This design comes from an exercise in tuning for small area on the open sky130 flow, not from production work.
Function not checked in this run: the RTL went through the layout flow alone.
Power and IR drop assume default switching activity.

File: flow/design.v
package robotSensePkg;
	typedef enum logic [2:0] {
		AXIS_PROP_LEFT,
		AXIS_PROP_RIGHT,
		AXIS_ODO_LEFT,
		AXIS_ODO_RIGHT,
		AXIS_GRIPPER,
		AXIS_RAKE_LEFT,
		AXIS_RAKE_RIGHT
	} axisIdx_t;
	typedef enum logic [3:0] {
		REG_STATUS       = 4'd0,
		REG_SPEED0       = 4'd1,
		REG_SPEED1       = 4'd2,
		REG_SPEED2       = 4'd3,
		REG_SPEED3       = 4'd4,
		REG_SPEED4       = 4'd5,
		REG_SPEED5       = 4'd6,
		REG_SPEED6       = 4'd7,
		REG_BEACON_START = 4'd8,
		REG_BEACON_END   = 4'd9,
		REG_CONFIG       = 4'd10,
		REG_WINDOW       = 4'd11
	} regAddr_t;
	typedef enum logic [1:0] {
		WAIT,
		RECEPTION,
		GLITCH
	} beaconState_t;
	typedef struct packed {
		logic phaseA;
		logic phaseB;
	} encoderPins_t;
	typedef struct packed {
		logic [16-1:0] speed;
		logic                   forward;
	} speedSample_t;
	typedef struct packed {
		logic [16-1:0] startAngle;
		logic [16-1:0] endAngle;
		logic                   turn;
	} beaconResult_t;
	typedef struct packed {
		logic left;
		logic right;
		logic gripper;
		logic rakeLeft;
		logic rakeRight;
	} limitSwitches_t;
	typedef struct packed {
		logic                   strobe;
		regAddr_t               addr;
		logic [16-1:0] data;
	} regWrite_t;
	typedef struct packed {
		logic [1:0]             intEnable;
		logic [1:0]             auxOut;
		logic [16-1:0] windowUnits;
	} robotConfig_t;
endpackage
`timescale 1ns/1ps
module encoderChannel (
	input  logic         CLOCK_50,
	input  logic         reset,
	input  robotSensePkg::encoderPins_t pins,
	input  logic         invert,
	input  logic         windowEnd,
	output robotSensePkg::speedSample_t speed
);
	logic [1:0]                  syncPipe [2];
	robotSensePkg::encoderPins_t lastPins;
	robotSensePkg::encoderPins_t pinsNow;
	robotSensePkg::encoderPins_t rise;
	logic [16-1:0] edgeCount [2];
	logic [16:0]   countSum;
	assign pinsNow = syncPipe[2-1];
	assign rise = robotSensePkg::encoderPins_t'(pinsNow & ~lastPins);
	always_ff @(posedge CLOCK_50 or posedge reset) begin
		if (reset) begin
			for (int s = 0; s < 2; s++) begin
				syncPipe[s] <= '0;
			end
			lastPins <= '0;
		end else begin
			syncPipe[0] <= pins;
			for (int s = 1; s < 2; s++) begin
				syncPipe[s] <= syncPipe[s-1];
			end
			lastPins <= pinsNow;
		end
	end
	always_ff @(posedge CLOCK_50 or posedge reset) begin
		if (reset) begin
			for (int c = 0; c < 2; c++) begin
				edgeCount[c] <= '0;
			end
		end else begin
			for (int c = 0; c < 2; c++) begin
				if (windowEnd)
					edgeCount[c] <= {{(16-1){1'b0}}, rise[c]};
				else if (rise[c] && edgeCount[c] != '1)
					edgeCount[c] <= edgeCount[c] + 1'b1;
			end
		end
	end
	assign countSum = {1'b0, edgeCount[0]} + {1'b0, edgeCount[1]};
	always_ff @(posedge CLOCK_50 or posedge reset) begin
		if (reset) begin
			speed <= '0;
		end else begin
			if (windowEnd)
				speed.speed <= countSum[16:1];
			if (rise.phaseA)
				speed.forward <= pinsNow.phaseB ^ invert;
		end
	end
endmodule
`timescale 1ns/1ps
module speedMeter (
	input  logic                                  CLOCK_50,
	input  logic                                  reset,
	input  logic [2*7-1:0]               encoders,
	input  logic         [16-1:0]        windowUnits,
	input  logic                                  windowRestart,
	output logic [7*(16+1)-1:0] speeds
);
	localparam logic [7-1:0] invertMask = 7'b0000110;
	logic [16-1:0] unitsEff;
	logic [31:0]            windowLength;
	logic [31:0]            cycleCount;
	logic                   windowEnd;
	assign unitsEff = (windowUnits == '0) ? {{(16-1){1'b0}}, 1'b1} : windowUnits;
	assign windowLength = 32'(unitsEff) * 32'(100);
	assign windowEnd = (cycleCount >= windowLength - 32'd1);
	always_ff @(posedge CLOCK_50 or posedge reset) begin
		if (reset)
			cycleCount <= '0;
		else if (windowRestart || windowEnd)
			cycleCount <= '0;
		else
			cycleCount <= cycleCount + 32'd1;
	end
	for (genvar i = 0; i < 7; i++) begin : gAxis
		encoderChannel channel_i (
			.CLOCK_50  (CLOCK_50),
			.reset     (reset),
			.pins      (encoders[2*i +: 2]),
			.invert    (invertMask[i]),
			.windowEnd (windowEnd),
			.speed     (speeds[i*(16+1) +: 16+1])
		);
	end
endmodule
`timescale 1ns/1ps
module beaconCapture (
	input  logic          CLOCK_50,
	input  logic          reset,
	input  logic          sign,
	input  logic          sync,
	input  logic          turretTick,
	output robotSensePkg::beaconResult_t beacon
);
	localparam int holdWidth = $clog2(20 + 1);
	logic [2:0]             syncPipe [2];
	logic [2:0]             inNow;
	logic [1:0]             lastEdge;
	logic                   signNow;
	logic                   syncRise;
	logic                   tickRise;
	logic [16-1:0] angle;
	logic [16-1:0] pendStart;
	logic [16-1:0] pendEnd;
	logic [holdWidth-1:0]   holdCount;
	logic                   holdDone;
	robotSensePkg::beaconState_t           state;
	robotSensePkg::beaconState_t           nextState;
	assign inNow = syncPipe[2-1];
	assign signNow = inNow[2];
	assign syncRise = inNow[1] & ~lastEdge[1];
	assign tickRise = inNow[0] & ~lastEdge[0];
	always_ff @(posedge CLOCK_50 or posedge reset) begin
		if (reset) begin
			for (int s = 0; s < 2; s++) begin
				syncPipe[s] <= '0;
			end
			lastEdge <= '0;
		end else begin
			syncPipe[0] <= {sign, sync, turretTick};
			for (int s = 1; s < 2; s++) begin
				syncPipe[s] <= syncPipe[s-1];
			end
			lastEdge <= inNow[1:0];
		end
	end
	always_ff @(posedge CLOCK_50 or posedge reset) begin
		if (reset)
			angle <= '0;
		else if (syncRise)
			angle <= '0;
		else if (tickRise)
			angle <= angle + 1'b1;
	end
	assign holdDone = tickRise && (holdCount == holdWidth'(20 - 1));
	always_comb begin
		nextState = state;
		case (state)
			robotSensePkg::WAIT: begin
				if (signNow)
					nextState = robotSensePkg::RECEPTION;
			end
			robotSensePkg::RECEPTION: begin
				if (!signNow)
					nextState = robotSensePkg::GLITCH;
			end
			robotSensePkg::GLITCH: begin
				if (signNow)
					nextState = robotSensePkg::RECEPTION;
				else if (holdDone)
					nextState = robotSensePkg::WAIT;
			end
			default: nextState = robotSensePkg::WAIT;
		endcase
	end
	always_ff @(posedge CLOCK_50 or posedge reset) begin
		if (reset) begin
			state <= robotSensePkg::WAIT;
			holdCount <= '0;
			beacon <= '0;
		end else begin
			state <= nextState;
			if (state == robotSensePkg::RECEPTION && nextState == robotSensePkg::GLITCH)
				holdCount <= '0;
			else if (state == robotSensePkg::GLITCH && tickRise)
				holdCount <= holdCount + 1'b1;
			if (state == robotSensePkg::GLITCH && nextState == robotSensePkg::WAIT) begin
				beacon.startAngle <= pendStart;
				beacon.endAngle <= pendEnd;
			end
			if (syncRise)
				beacon.turn <= ~beacon.turn;
		end
	end
	always_ff @(posedge CLOCK_50) begin
		if (state == robotSensePkg::WAIT && nextState == robotSensePkg::RECEPTION)
			pendStart <= angle;
		if (state == robotSensePkg::RECEPTION && nextState == robotSensePkg::GLITCH)
			pendEnd <= angle;
	end
endmodule
`timescale 1ns/1ps
module sensorRegs (
	input  logic                           CLOCK_50,
	input  logic                           reset,
	input  robotSensePkg::regWrite_t                      regWrite,
	input  robotSensePkg::regAddr_t                       regReadAddr,
	input  logic [7*(16+1)-1:0]      speeds,
	input  robotSensePkg::beaconResult_t                  beacon,
	input  robotSensePkg::limitSwitches_t                 limits,
	input  logic                           startCord,
	input  logic         [1:0]             keys,
	input  logic                           id,
	output logic         [16-1:0] regReadData,
	output robotSensePkg::robotConfig_t                   robotConfig,
	output logic                           windowRestart,
	output logic                           int1,
	output logic                           int2
);
	logic [8:0]             syncPipe [2];
	logic [8:0]             pinsNow;
	robotSensePkg::limitSwitches_t         limitsSync;
	logic                   startSync;
	logic                   idSync;
	logic [1:0]             keysSync;
	logic [16-1:0] statusWord;
	logic [16-1:0] readWord;
	robotSensePkg::axisIdx_t               readAxis;
	always_ff @(posedge CLOCK_50 or posedge reset) begin
		if (reset) begin
			for (int s = 0; s < 2; s++) begin
				syncPipe[s] <= '0;
			end
		end else begin
			syncPipe[0] <= {keys, startCord, id, limits};
			for (int s = 1; s < 2; s++) begin
				syncPipe[s] <= syncPipe[s-1];
			end
		end
	end
	assign pinsNow = syncPipe[2-1];
	assign limitsSync = robotSensePkg::limitSwitches_t'(pinsNow[4:0]);
	assign idSync = pinsNow[5];
	assign startSync = pinsNow[6];
	assign keysSync = pinsNow[8:7];
	always_ff @(posedge CLOCK_50 or posedge reset) begin
		if (reset) begin
			robotConfig.intEnable <= '0;
			robotConfig.auxOut <= '0;
			robotConfig.windowUnits <= 16'(5000);
			windowRestart <= 1'b0;
		end else begin
			windowRestart <= regWrite.strobe && regWrite.addr == robotSensePkg::REG_WINDOW;
			if (regWrite.strobe && regWrite.addr == robotSensePkg::REG_CONFIG) begin
				robotConfig.intEnable <= regWrite.data[1:0];
				robotConfig.auxOut <= regWrite.data[5:4];
			end
			if (regWrite.strobe && regWrite.addr == robotSensePkg::REG_WINDOW)
				robotConfig.windowUnits <= regWrite.data;
		end
	end
	assign int1 = robotConfig.intEnable[0] ? keysSync[0] : 1'b1;
	assign int2 = robotConfig.intEnable[1] ? keysSync[1] : 1'b1;
	assign statusWord = {
		beacon.turn, 1'b0, startSync,
		limitsSync.rakeRight, limitsSync.rakeLeft, limitsSync.gripper,
		limitsSync.right, limitsSync.left,
		speeds[int'(robotSensePkg::AXIS_ODO_RIGHT)*(16+1)], speeds[int'(robotSensePkg::AXIS_ODO_LEFT)*(16+1)],
		speeds[int'(robotSensePkg::AXIS_GRIPPER)*(16+1)],
		speeds[int'(robotSensePkg::AXIS_RAKE_RIGHT)*(16+1)], speeds[int'(robotSensePkg::AXIS_RAKE_LEFT)*(16+1)],
		speeds[int'(robotSensePkg::AXIS_PROP_RIGHT)*(16+1)], speeds[int'(robotSensePkg::AXIS_PROP_LEFT)*(16+1)],
		idSync
	};
	assign readAxis = robotSensePkg::axisIdx_t'(regReadAddr - robotSensePkg::REG_SPEED0);
	always_comb begin
		readWord = '0;
		case (regReadAddr)
			robotSensePkg::REG_STATUS: readWord = statusWord;
			robotSensePkg::REG_SPEED0, robotSensePkg::REG_SPEED1, robotSensePkg::REG_SPEED2, robotSensePkg::REG_SPEED3,
			robotSensePkg::REG_SPEED4, robotSensePkg::REG_SPEED5, robotSensePkg::REG_SPEED6: readWord = speeds[int'(readAxis)*(16+1)+1 +: 16];
			robotSensePkg::REG_BEACON_START: readWord = beacon.startAngle;
			robotSensePkg::REG_BEACON_END: readWord = beacon.endAngle;
			robotSensePkg::REG_CONFIG: readWord = {10'b0, robotConfig.auxOut, 2'b0, robotConfig.intEnable};
			robotSensePkg::REG_WINDOW: readWord = robotConfig.windowUnits;
			default: readWord = '0;
		endcase
	end
	always_ff @(posedge CLOCK_50 or posedge reset) begin
		if (reset)
			regReadData <= '0;
		else
			regReadData <= readWord;
	end
endmodule
`timescale 1ns/1ps
module robotSenseTop (
	input  logic                     CLOCK_50,
	input  logic                     reset,
	input  logic [2*7-1:0] encoders,
	input  logic                     beaconSign,
	input  logic                     beaconSync,
	input  logic                     turretA,
	input  logic [4:0]               limits,
	input  logic                     startCord,
	input  logic [1:0]               keys,
	input  logic                     id,
	input  logic [20:0]              regWrite,
	input  logic [3:0]               regReadAddr,
	output logic [16-1:0]   regReadData,
	output logic                     int1,
	output logic                     int2,
	output logic [1:0]               auxOut
);
	logic [7*(16+1)-1:0]        speeds;
	robotSensePkg::beaconResult_t                  beacon;
	robotSensePkg::robotConfig_t                   robotConfig;
	logic                           windowRestart;
	assign auxOut = robotConfig.auxOut;
	speedMeter speedMeter_i (
		.CLOCK_50      (CLOCK_50),
		.reset         (reset),
		.encoders      (encoders),
		.windowUnits   (robotConfig.windowUnits),
		.windowRestart (windowRestart),
		.speeds        (speeds)
	);
	beaconCapture beaconCapture_i (
		.CLOCK_50   (CLOCK_50),
		.reset      (reset),
		.sign       (beaconSign),
		.sync       (beaconSync),
		.turretTick (turretA),
		.beacon     (beacon)
	);
	sensorRegs sensorRegs_i (
		.CLOCK_50      (CLOCK_50),
		.reset         (reset),
		.regWrite      (regWrite),
		.regReadAddr   (robotSensePkg::regAddr_t'(regReadAddr)),
		.speeds        (speeds),
		.beacon        (beacon),
		.limits        (limits),
		.startCord     (startCord),
		.keys          (keys),
		.id            (id),
		.regReadData   (regReadData),
		.robotConfig   (robotConfig),
		.windowRestart (windowRestart),
		.int1          (int1),
		.int2          (int2)
	);
endmodule
File: flow/run.sh
#!/bin/bash
# synth_recipe.tcl (not shown) runs the flow's synth.tcl, then flattens the netlist and writes it again
# the make line also repeats each setting of config.mk as NAME=value (left out here)
make -C /OpenROAD-flow-scripts/flow DESIGN_CONFIG=/design/flow/config.mk WORK_HOME=/design/flow/orfs CLKGATE_MAP_FILE= SYNTH_SCRIPT=/design/flow/synth_recipe.tcl finish
File: flow/config.mk
export PLATFORM = sky130hd
export DESIGN_NAME = robotSenseTop
export DESIGN_NICKNAME = robotSenseTop
export VERILOG_FILES = /design/flow/design.v
export SDC_FILE = /design/flow/constraint.sdc
export NUM_CORES = 4
export LEC_CHECK = 0
export CAP_MARGIN = 20
export CORE_MARGIN = 2
export CORE_UTILIZATION = 40
export SLEW_MARGIN = 20
File: flow/constraint.sdc
create_clock -name core_clock -period 20.0 [get_ports {CLOCK_50}]
set_input_delay 4.0000 -clock core_clock [delete_from_list [all_inputs] [get_ports {CLOCK_50}]]
set_output_delay 4.0000 -clock core_clock [all_outputs]
set_load 0.01 [all_outputs]
==> run summary <==
## worst register-to-register path, delay by kind of cell, from the launching register on
family	cells	cell delay [ns]
simple gates	11	2.58
compound gates	9	1.80
buf+inv	7	2.92
flops	1	0.43
fa+ha+maj	6	1.79
## state kept, by name (all words and copies together), names as in the netlist, 18 cells and up
register	count
speedMeter_i.cycleCount	32
speedMeter_i.gAxis.channel_i.speed	119
sensorRegs_i.robotConfig	20
beaconCapture_i.beacon	33
speedMeter_i.gAxis.channel_i.edgeCount	224
speedMeter_i.gAxis.channel_i.syncPipe	28
sensorRegs_i.syncPipe	18
## per-layer routing
layer,vias up,share of wire [%],GRT usage (%)
met5,-,0,0
met4,0,3.3,6.657
met3,130,4.1,2.891
met2,485,45,29.86
met1,11810,48,27.32
li1,11960,-,-
## cells in the mapped netlist (all sizes together), types with 7 or more instances
cell and n:
ha 212, xnor2 150, and4 20, a21oi 208
nand2b 21, a31o 7, o31a 9, mux2i 29
or3 22, a31oi 22, nor2b 30, o21bai 16
a21o 22, o221ai 11, and2 19, and3 54
nand2 260, a22oi 27, inv 134, a211o 7
o31ai 17, dfrtp 531, o21a 15, buf 65
xor2 206, nor2 537, mux4 23, nand4 59
edfxtp 32, o211ai 16, clkbuf 53, nand3b 7
mux2 63, fa 18, o22ai 8, nor3 69
o21ai 124, nor4 9, o41ai 7, nand3 150
a211oi 16, or2 7, a221oi 10
## logic make-up (layout without fill, tap and decap cells)
kind of cell | count (synthesis) | in the layout | synth area share [%]
xor+xnor | 356 | 356 | 9.541
compound gates | 588 | 588 | 11.51
fa+ha+maj | 230 | 230 | 9.198
flops | 568 | 568 | 43.90
buf+inv | 252 | 349 | 3.197
simple gates | 1282 | 1282 | 18.02
other cells | 0 | 1 | 0
mux | 115 | 115 | 4.633
## placed cells by master (no fill, tap or decap), types with 22 or more instances in the layout
master and instances:
nor2_1 534, dfrtp_1 531, nand2_1 258, ha_1 211
xor2_1 206, a21oi_1 205, nand3_1 149, xnor2_1 149
inv_1 133, o21ai_0 118, clkdlybuf4s50_1 70, nor3_1 69
clkbuf_16 69, mux2_2 62, nand4_1 59, and3_1 51
edfxtp_1 32, nor2b_1 30, mux2i_1 29, a22oi_1 27
mux4_2 23, a21o_1 22, or3_1 22
## path summary, 6_finish.rpt
path,startpoint,end,slack (ns),cells after the start
worst max-delay path,sensorRegs_i.robotConfig[15]$_DFFE_PP0P_,speedMeter_i.gAxis[1].channel_i.edgeCount[1][0]$_DFFE_PP0P_,10.41,33
worst min-delay path,speedMeter_i.gAxis[3].channel_i.syncPipe[0][0]$_DFF_PP0_,speedMeter_i.gAxis[3].channel_i.syncPipe[1][0]$_DFF_PP0_,0.34,0
worst max register to register,sensorRegs_i.robotConfig[15]$_DFFE_PP0P_,speedMeter_i.gAxis[1].channel_i.edgeCount[1][0]$_DFFE_PP0P_,10.41,33
worst min register to register,speedMeter_i.gAxis[3].channel_i.syncPipe[0][0]$_DFF_PP0_,speedMeter_i.gAxis[3].channel_i.syncPipe[1][0]$_DFF_PP0_,0.34,0
max in group asynchronous,reset,speedMeter_i.gAxis[0].channel_i.edgeCount[1][3]$_DFFE_PP0P_,13.65,5
min in group asynchronous,reset,speedMeter_i.cycleCount[20]$_DFF_PP0_,3.85,2
## where the power goes
part           switching [mW]  total (mW)  leakage [nW]  internal (mW)
registers               0.136        1.39          7.44           1.26
logic                   0.772        1.33          8.19          0.555
clock network           0.514        1.27          1.12          0.760
total                    1.42        3.99          16.7           2.57
## per-stage QoR
step	utilization [%]	worst slack [ns]
3_3_place_gp	42.64	10.56
5_1_grt	45.50	9.595
2_1_floorplan	-	1.028
3_5_place_dp	42.64	10.44
6_report	45.50	10.41
4_1_cts	45.50	10.39
## final cells by class
class                           count  area (um2)  area share, %
Antenna cell                        1       2.502       0.006806
Clock buffer                       95        1934          5.261
Clock inverter                     27       376.6          1.024
Inverter                          134       510.5          1.388
Multi-Input combinational cell   2571       17340          47.17
Sequential cell                   568       14380          39.11
Tap cell                         1060        1326          3.607
Timing Repair Buffer               93       893.4          2.430
==> results.yml <==
cts:
  cts_root_buf: "clkbuf_16"
  post_cts_buffers: 0
  cts_tree: "yes"
  cts.sinks: 568
  insertion_delay_ns: 0.62
  cts-buffers-inserted: 68
  cts_hold_buf: 0
  path_clk_slew_ns: 0.06
  ctsResizeCount: 0
  ctsLongestPathBuffers: 3
  htreeDepth: 3
power_and_ir_drop:
  p_leak_nw: 16.75
  p_total_mw: 3.995
  worst_ir_drop_vdd_mv: 0.07002
  power_density_mw_per_mm2: 108.6
layout:
  stdcell_area_mm2: 0.03677
  final_cells: 4549
  area_delta_synth_final_pct: 12.24
  fillers: 7598
  drive_gt1_share_pct: 7.511
  nNetsFinal: 3719
setup_path:
  crit_buf_inv: 7
  cp_top_family: "buffers and inverters"
  endpoint_kind: "flop"
  path_class: "reg2reg"
  start_kind: "flop"
  slowest_delay_ns: 0.93
  worst-endpoint-arrival_ns: 10.12
  worst_path_most_repeated_cell: "ha_1"
  required_ns: 20.52
  critPathMaxFanout: 104
  slowest_stage: "buf_4"
detailed_routing:
  drcViolationCount: 0
  firstDrtPassIters: 5
  drt-total-wl_um: 80640
  routedWlPerCell_um: 17.73
  viasPerCell: 5.361
  first_iter_violations: 1502
  vias: 24390
  antenna_left: 0
sta:
  setup-tns-final_ns: 0
  hold_viol_final: 0
  slew-limit-headroom_pct: 29.23
  rsz0062_at_grt: "false"
  setup_viol: 0
  period_minus_slack_ns: 9.592
  timing.hold.ws_ns: 0.3399
  tightest_slew_ns: 1.062
  finalCritPeriodShare_pct: 47.96
  maxSlewViolCount: 0
  fin_worst_skew_ns: 0.02888
  max_freq_mhz: 104.3
synthesis:
  yosysSeqAreaShare_pct: 43.90
  yosys-top-cells-area: "dfrtp_1, ha_1, nor2_1"
  syn_inst: 3391
  yosys.area.top_type: "dfrtp_1"
  synth_area_mm2: 0.03276
  synth-seq-cells: 568
  synth-main-ff-cell: "dfrtp_1"
  syn_nets: 3674
  synth_edf_count: 32
  avgSynthCellArea_um2: 9.660
  yosysWarnings: 8
  synthDistinctLibCells: 97
  netlist.area_leader.share_pct: 40.56
  asyncSetResetFlopFracSynth_pct: 94.37
grt:
  antenna_found_initial: 1
  grt_max_degree: 136
  gr-total-overflow: 0
  grt_pass1_wl_um: 131100
  grt_pass1_vias: 23370
  grtUsageTotal_pct: 19.21
floorplan:
  core-area_mm2: 0.08081
  row_count: 104
  dieHeight_um: 290.2
  fp.dieW_um: 290.2
  io_pins: 73
  initial_utilization_pct: 40.54
  die_area_mm2: 0.08420
placement:
  post_dp_cell_area_mm2: 0.03445
  dp_hpwl_um: 57900
  gp_congestion: 0.8922
  io_buffers: 72
  place_inst: 4426
run:
  cap_violations: 0
status:
  outcome: "finished clean"
worst_hold_path:
  hp-class: "reg2reg"

re-timing with driven ports:
The results above use ideal ports. As a check the final layout listed here was re-extracted and re-timed, cells and wires unchanged.
Step 1 sets driving cells, clkbuf_16 on the clock port and buf_2 on the other inputs (assumed; they add their load-dependent delay and slew).
Step 2 times the ports against the registers' clock, not the clock port: input delays grow and output delays shrink by t, the midpoint of the rising clock arrivals with the driver on.
Slacks: ideal / step 1 / step 2; pairs: ideal / step 1.
t, ns: 0.668
setup slack, ns: 10.408 / 10.408 / 10.408
worst setup path at the end: register to register
cell pins on the clock port's net: 1
After both steps this run still meets setup and hold. The setup slack of this run moves by 0.000 ns with the drivers and by 0.000 ns with both steps.
